From an optimization exercise on the open Yosys and OpenROAD flow, aimed at small area; shortcuts taken in it are not production practice. Only simulation tests tie the RTL to the original design; equivalence was not proved. Power is estimated from default activity; no workload was simulated.

build 46:
==> flow/design.v (excerpt) <==
module dpd_output_stage (
  input  logic               clk,
  input  logic               rst_n,
  input  logic               ENABLE,
  input  logic               valid_in,
  input  logic signed [15:0] y_in_re,
  input  logic signed [15:0] y_in_im,
  input  logic signed [15:0] gain,
  input  logic               clr_status,
  input  logic               dac_ready,
  output logic               dac_valid,
  output logic signed [15:0] dac_re,
  output logic signed [15:0] dac_im,
  output logic               fifo_full,
  output logic               fifo_empty,
  output logic [4:0]         fifo_level,
  output logic               overflow,
  output logic [15:0]        sat_count
);
  logic               r_s1_valid;
  logic        [15:0] r_s1_re, r_s1_im, r_s1_gain;
  logic               r_s2_valid;
  logic        [15:0] r_s2_re, r_s2_im;
  logic               r_s2_sat;
  logic        [31:0] r_mem [16];
  logic        [4:0]  r_level;
  logic               r_overflow;
  logic        [15:0] r_sat_count;
  logic        [7:0]  w_onen, w_twon, w_neg;
  logic        [15:0] w_re, w_im;
  logic               w_sat_re, w_sat_im;
  logic               w_rd, w_wr;
  logic        [15:0] w_sel;
  logic        [511:0] w_mem;
  logic        [31:0] w_head;
  always_comb begin
    for (int i = 0; i < 8; i++) begin
      logic b0, b1, b2;
      b0 = (i == 0) ? 1'b0 : r_s1_gain[2*i-1];
      b1 = r_s1_gain[2*i];
      b2 = r_s1_gain[2*i+1];
      w_neg[i] = b2;
      w_onen[i] = ~(b1 ^ b0);
      w_twon[i] = ~((b2 & ~b1 & ~b0) | (~b2 & b1 & b0));
    end
  end
  ...
Settings: LEC_CHECK=0, CAP_MARGIN=20, CORE_MARGIN=2, CORE_UTILIZATION=60, CTS_CLUSTER_DIAMETER=150, CTS_CLUSTER_SIZE=25, SLEW_MARGIN=20, SYNTH_HIERARCHICAL=1; clock period 7.5 ns.
standard.sh (not shown) runs the stock make flow with config.mk's settings and CLKGATE_MAP_FILE= SYNTH_SCRIPT=/design/flow/synth_recipe.tcl, a recipe that flattens the netlist after the stock synthesis.
==> flow/flow/run.sh <==
#!/bin/bash
# Standard layout, with the port buffers made from the smallest buffer cell.
set -e
export BUFFER_PORTS_ARGS="-buffer_cell sky130_fd_sc_hd__buf_1"
bash standard.sh > standard.log 2>&1
What build 97 does differently from build 46 at the input level:
# build 46
export LEC_CHECK = 0
export CAP_MARGIN = 20
export CORE_MARGIN = 2
export CORE_UTILIZATION = 60
export CTS_CLUSTER_DIAMETER = 150
export CTS_CLUSTER_SIZE = 25
export SLEW_MARGIN = 20
export SYNTH_HIERARCHICAL = 1
create_clock -name core_clock -period 7.5 [get_ports {clk}]
# build 97
export LEC_CHECK = 0
export CAP_MARGIN = 20
export CORE_MARGIN = 2
export CORE_UTILIZATION = 40
export CTS_CLUSTER_DIAMETER = 150
export CTS_CLUSTER_SIZE = 25
export SLEW_MARGIN = 20
export SYNTH_HIERARCHICAL = 1
create_clock -name core_clock -period 7.5 [get_ports {clk}]
[summary]
Build 97 finished all stages; the layout is clean.
Build 46 completed; timing, DRC and antenna clean
Looking at clock group share of total power across build 97 and build 46, the one that comes out higher is build 46.
Compared with build 46, in build 97 number of well taps rose 362; initial antenna violation count about even.
Build 97: worst path buffer plus inverter count 1 below build 46
Number of nets in the layout across build 97 and build 46: no real change.
Of the two values seen for end point of the critical path, r_s2_im[1]$_DFF_P_ was produced by build 97 and r_s2_re[3]$_DFF_P_ by build 46.
Delta (build 97 minus build 46): worst relative slew slack went down by 5.5 points, slew of the pin with the lowest slew margin went up by 0.087 ns, setup slack went down by 0.079 ns, highest clock frequency the design can meet went down by 1.2%, compound-cell area share of the yosys netlist was more or less identical.
Diff build 46 -> build 97 | net switching power | increase of about 3.7%
Input changes introduced in build 10 (baseline for comparison: build 97):
# build 97
export LEC_CHECK = 0
export CAP_MARGIN = 20
export CORE_MARGIN = 2
export CORE_UTILIZATION = 40
export CTS_CLUSTER_DIAMETER = 150
export CTS_CLUSTER_SIZE = 25
export SLEW_MARGIN = 20
export SYNTH_HIERARCHICAL = 1
create_clock -name core_clock -period 7.5 [get_ports {clk}]
# build 10
export LEC_CHECK = 0
export CAP_MARGIN = 20
export CORE_MARGIN = 2
export CORE_UTILIZATION = 40
export CTS_BUF_LIST = sky130_fd_sc_hd__clkbuf_8
export CTS_CLUSTER_DIAMETER = 100
export CTS_CLUSTER_SIZE = 16
export SLEW_MARGIN = 20
export SYNTH_HIERARCHICAL = 1
create_clock -name core_clock -period 7.5 [get_ports {clk}]
From build 10 to build 97, synthesized net count did not move at all. Build 10 ended up with a lower synthesis-to-layout area growth than build 97 did. Wire length of the first global-routing pass in build 10 vs build 97: up about 0.33%. Build 97 → build 10: total of flip-flops plus latches after synthesis essentially unchanged; global-route usage grew by 0.15 points; worst voltage drop across the vdd grid held steady; buffers plus inverters on the worst setup path increased 1.
Here is what was changed in the inputs of build 37 compared with build 10.
==> flow/flow/run.sh <==
#!/bin/bash
# Standard layout, with the port buffers made from the smallest buffer cell
# and, after global routing, non-critical gates downsized (power recovery).
set -e
export BUFFER_PORTS_ARGS="-buffer_cell sky130_fd_sc_hd__buf_1"
export RECOVER_POWER=100
bash standard.sh > standard.log 2>&1
Findings:
Build 37 -> stages 100% | layout checks FAIL | max-capacitance violations, max-slew violations
Build 37 ends up with lower area overhead of the layout relative to synthesis than build 10 does.
Re part of the total power dissipated in combinational logic: build 10 was higher than build 37.
Re worst hold-check slack: build 37 is 0.0050 ns up on build 10.
Between build 37 and build 10, the final cell count does not differ in any meaningful way.

Another version of the RTL of dpd_output_stage (not shown whole).
Size in the first run: roughly 2300 cells after synthesis, ~620 flip-flops, roughly 32000 um^2 of cells after synthesis.
clock: 7.5 ns
lec_check: 0
cap_margin: 20
core_margin: 2
core_utilization: 40
cts_cluster_diameter: 150
cts_cluster_size: 20
slew_margin: 20
synth_hierarchical: 1
run.sh (not shown) runs the stock make flow with config.mk's settings and CLKGATE_MAP_FILE= SYNTH_SCRIPT=/design/flow/synth_recipe.tcl, a recipe that flattens the netlist after the stock synthesis.
Stock flow here: none of the scripts above is used.
The first run passed the timing, design-rule and antenna checks.
Rerun with:
==> flow/flow/run.sh (new file) <==
#!/bin/bash
# Standard layout, with the port buffers made from the smallest buffer cell.
set -e
export BUFFER_PORTS_ARGS="-buffer_cell sky130_fd_sc_hd__buf_1"
bash standard.sh > standard.log 2>&1
==> flow/standard.sh (new file) <==
#!/bin/bash
# synth_recipe.tcl (not shown) runs the flow's synth.tcl, then flattens the netlist and writes it again
# the make line also repeats each setting of config.mk as NAME=value (left out here)
make -C /OpenROAD-flow-scripts/flow DESIGN_CONFIG=/design/flow/config.mk WORK_HOME=/design/flow/orfs CLKGATE_MAP_FILE= SYNTH_SCRIPT=/design/flow/synth_recipe.tcl "${@:-finish}"
CTS_CLUSTER_SIZE = 25   (was 20)
removed: flow/run.sh
Core utilization decreases by 1.3 points.
Total power decreases by 3.3%.
Area after synthesis is unchanged.
Final cell count decreases by 0.51%.
Hold slack is about the same.
Worst setup slack improves by 0.024 ns.
Clock power went down by 16%.
Sequential share of layout area goes up by 1.4 points.
Count of clock-buffer cells in the layout fell by 14.
Register-to-register slack improved by 0.02 ns.
Final area is lower by 2.8%.

## separate check: timing with driven ports
Ports are ideal in the flow. The routed layouts listed here were re-timed in OpenROAD. Step 1, drivers: a clkbuf_16 drives clk and a buf_2 each remaining input, both assumed. Step 2 moves the port delays by t, midway between the first and last clock arrival at a register: inputs arrive t later, outputs are due t later. That takes back most of the time a late clock gives input paths. a / b / c = ideal ports / drivers / drivers and shift; a / b = the first two.
run | t (ns) | setup WS [ns] | worst setup path at the end | clock arrival spread, ns | cell pins on the clock port's net
build 46 | 0.692 | 0.777 / 0.777 / 0.777 | register to register | 0.021 / 0.021 | 1
build 97 | 0.669 | 0.698 / 0.698 / 0.698 | register to register | 0.044 / 0.045 | 1
build 10 | 0.715 | 0.687 / 0.687 / 0.687 | register to register | 0.030 / 0.030 | 1
build 37 | 0.718 | 0.606 / 0.606 / 0.244 | input to register | 0.036 / 0.035 | 1
the first run of note 2 | 0.651 | 0.849 / 0.849 / 0.849 | register to register | 0.028 / 0.028 | 1
the second run of note 2 | 0.702 | 0.873 / 0.873 / 0.873 | register to register | 0.017 / 0.017 | 1
The setup slack of build 37, which loses most, moves by 0.000 ns with the drivers and by -0.362 ns with both steps.
